What follows belongs to an exercise in optimizing a design on an open flow for small area, a short achievable clock period and few clock cycles; a production flow would make more cautious choices. RTL that was checked went through simulation tests only; none was proved equivalent to the original. No activity file was given, so power comes from the tool's default toggle rates.

## before
## adc_scan_block_averager_core
module adc_scan_block_averager_core #(
  parameter int MAX_SLOTS = 8,
  parameter int CODE_BITS = 12
) (
  input  logic        clk,
  input  logic        rst_n,
  input  logic        in_valid,
  output logic        in_ready,
  input  logic [1:0]  in_opcode,
  input  logic [11:0] in_adc_code,
  output logic        out_valid,
  input  logic        out_ready,
  output logic [1:0]  out_kind,
  output logic [2:0]  out_slot,
  output logic [2:0]  out_chan,
  output logic [11:0] out_avg_code,
  output logic [27:0] out_microvolts,
  output logic        out_last,
  input  logic        cfg_we,
  input  logic [2:0]  cfg_index,
  input  logic [23:0] cfg_wdata
);
Settings: LEC_CHECK=0, CAP_MARGIN=20, CORE_MARGIN=2, CORE_UTILIZATION=50, CTS_CLUSTER_DIAMETER=80, CTS_CLUSTER_SIZE=24, SETUP_SLACK_MARGIN=2.0, SLEW_MARGIN=20; clock period 7.0 ns.
run.sh (not shown) runs the stock make flow with config.mk's settings and CLKGATE_MAP_FILE= SYNTH_SCRIPT=/design/flow/synth_recipe.tcl, a recipe that flattens the netlist after the stock synthesis.
The inputs of after differ from those of before as listed below.
diff --git a/flow/design.v b/flow/design.v
--- a/flow/design.v
+++ b/flow/design.v
@@ -214,51 +214,52 @@
     chan_nx = '0;
     for (int i = 0; i < 7; i++) chan_nx = chan_nx | (map_r[3*(i+1) +: 3] & {3{posoh_r[i]}});
   end
   assign cchan = !in_opcode[0] ? map_r[2:0] :
                  !roundend ? chan_nx :
                  all_done_r ? 3'd0 : map_r[2:0];
   logic adv;
   assign adv = !ov_r || out_ready;
   logic        pv   [NS+1];
-  logic [7:0]  fed_r;    
+  logic [2:0]  ptag [NS+1];
   logic [7:0]  pr   [NS+1];
   logic [11:0] px   [NS+1];
   logic [7:0]  nr   [NS];
   logic [11:0] nx   [NS];
   logic        mv   [NS+1];
   logic [7:0]  c_sh;
   logic [7:0]  csm1;     
+  logic [7:0]  csm2;     
   logic        ceq;      
   logic        feed;
   logic        busy;    
   logic        ld_avg;
   logic ld_now;
   logic full_up [NS+1];   
-  assign ceq    = r_cc == csm1;
+  assign ceq    = r_cnt == (r_pend ? csm2 : csm1);
   logic [7:0] nm1oh;
   logic [7:0] l_cnt;
   logic       l_pend;
   logic       fire_last_r;
   logic       ceq_last_r;
-  logic [7:0] csm1_d;
+  logic [7:0] csm1_d, csm2_d;
   always_comb begin
     l_cnt  = '0;
     l_pend = 1'b0;
     for (int i = 0; i < 8; i++) begin
       nm1oh[i] = nm1 == 3'(i);
       l_cnt    = l_cnt | (cnt_r[i] & {8{nm1oh[i] & ~zsc_r[i]}});
       l_pend   = l_pend | (pend_r[i] & nm1oh[i]);
     end
   end
   always_ff @(posedge clk) begin
     fire_last_r <= l_cnt >= (l_pend ? f2_r : f1_r);
-    ceq_last_r  <= l_cnt + 8'(l_pend) == csm1_d;
+    ceq_last_r  <= l_cnt == (l_pend ? csm2_d : csm1_d);
   end
   logic a_fire, a_ceq;
   assign a_fire = roundend ? (fire_last_r && pos_r == nm1) : r_fire;
   assign a_ceq  = roundend ? ceq_last_r : ceq;
   assign ld_now = rend && spec_r && pv[NS] && adv && (!a_fire || a_ceq);
   assign ld_avg = (fm_r || ld_now) && adv && pv[NS];
   always_comb begin
     full_up[NS] = 1'b1;
     for (int j = NS - 1; j >= 0; j--) full_up[j] = full_up[j+1] && pv[j+1];
@@ -286,43 +287,46 @@
   assign s0_free   = !pv[0] || mv[0];
   assign c_ok      = !busy || a_ceq;
   assign feed_arr  = res_run && spec_r && a_fire && (pos_r <= nm1) && s0_free && c_ok;
   assign spec_fail = res_run && a_fire && (pos_r <= nm1) && !(s0_free && c_ok);
   assign wstep     = wact_r && (!r_fire || (s0_free && (!busy || ceq)));
   assign feed_walk = wstep && r_fire;
   assign wlast     = pos_r == nm1;
   assign feed = feed_arr || feed_walk;
   assign csm1_d = feed ? r_cc : csm1;
+  assign csm2_d = feed ? r_cc - 8'd1 : csm2;
   logic flush;
   assign flush = (acc && (is_start || is_stop)) || cfg_we;
   logic fast;
   assign fast   = spec_r && !spec_fail;
   assign fire_e = !fast || busy || (a_fire && pos_r <= nm1);
   always_ff @(posedge clk) begin
     if (feed) begin
       pr[0]   <= r_s[19:12];
       px[0]   <= r_s[11:0];
+      ptag[0] <= rsel[1] ? 3'd1 : rsel[2] ? 3'd2 : rsel[3] ? 3'd3 : rsel[4] ? 3'd4 :
+                 rsel[5] ? 3'd5 : rsel[6] ? 3'd6 : rsel[7] ? 3'd7 : 3'd0;
       c_sh    <= r_div;
       csm1    <= csm1_d;
+      csm2    <= csm2_d;
     end
     for (int j = 0; j < NS; j++) begin
       if (mv[j]) begin
         pr[j+1]   <= nr[j];
         px[j+1]   <= nx[j];
+        ptag[j+1] <= ptag[j];
       end
     end
   end
   always_ff @(posedge clk) begin
     if (!rst_n || flush || (rend && !fast)) begin
       for (int j = 0; j <= NS; j++) pv[j] <= 1'b0;
-      fed_r <= '0;
     end else begin
-      fed_r <= (fed_r & ~(eoh & {8{ld_avg}})) | (rsel & {8{feed}});
       pv[0] <= feed || (pv[0] && !mv[0]);
       for (int j = 0; j < NS; j++) pv[j+1] <= mv[j] || (pv[j+1] && !mv[j+1]);
     end
   end
   function automatic void csa(input logic [35:0] a, input logic [35:0] b,
                               input logic [35:0] c, output logic [35:0] s,
                               output logic [35:0] cy);
     s  = a ^ b ^ c;
     cy = ((a & b) | (a & c) | (b & c)) << 1;
@@ -352,22 +356,19 @@
     csa(l1[0], l1[1], l1[2], l2[0], l2[1]);
     l2[2] = l1[3];
     csa(l2[0], l2[1], l2[2], l3[0], l3[1]);
     pv_s = l3[0];
     pv_c = l3[1];
   end
   logic [2:0] etag;
   logic [7:0] eoh;       
   logic [7:0] e_rnd;
-  always_comb begin
-    etag = 3'd0;
-    for (int i = 7; i >= 0; i--) if (fed_r[i]) etag = 3'(i);
-  end
+  assign etag = ptag[NS];
   always_comb begin
     e_rnd = '0;
     for (int i = 0; i < 8; i++) begin
       eoh[i] = etag == 3'(i);
       e_rnd  = e_rnd | (rnd_r[i] & {8{eoh[i] & ~zr_r[i]}});
     end
   end
   always_ff @(posedge clk) begin
     for (int i = 0; i < 8; i++) begin
[summary]
- All-layer global routing usage: after vs before, no meaningful difference
- Comparing the two runs side by side, after comes out behind before on final area.
- Sort after and before by number of instances in the placed design asc -> top: before
- In after, the sequential power came out about 3% above the value in before.
- For the proportion of total power due to net switching, after came in 0.86 points lower than before did.
- When the final numbers for after and before were put side by side, the die area turned out to be greater in after.
- before → after: post-synthesis net count held, fmax has increased, cell count closely matched the old numbers.
- Clock-pin slew of the registers on the worst-case setup and hold paths: before vs after, no meaningful difference
- The wire length of after falls short of that of before by about 0.5%.
- Core utilization: before vs after, no meaningful difference
- | share of the clock period used by the worst path | after vs before | 5.5 points lower |
- after vs before: inverter count up slightly
Testbench counts of after, summed over its fixed seeds: cycles 9,084.
For before, only the layout was checked, not whether the RTL still works.

[afterwards: timing with drivers on the ports]
The flow's constraints put no driver on any port. The routed layouts listed below were extracted and timed again, unchanged, in two steps. Step 1, drivers: a clkbuf_16 drives clk and a buf_2 each remaining input, both assumed. Step 2 adds t to the input delays and takes it off the output delays; t is the mean of the earliest and latest rising clock arrival at the registers after step 1. Input paths then give back, and output paths get back, about the clock's delay inside the block. Three values: ideal ports, drivers, drivers and shift; two values: the first two.
run | shift t [ns] | setup WS [ns] | latest minus earliest clock arrival (ns) | worst slew at a driven data input, ns | cell pins on the clock port's net
before | 0.695 | 1.731 / 1.666 / 1.604 | 0.046 / 0.046 | 0.15 | 1
after | 0.692 | 2.117 / 2.094 / 1.508 | 0.044 / 0.045 | 0.06 | 1
After both steps setup and hold are still met in every run listed. The setup slack of after, which loses most, moves by -0.023 ns with the drivers and by -0.609 ns with both steps.
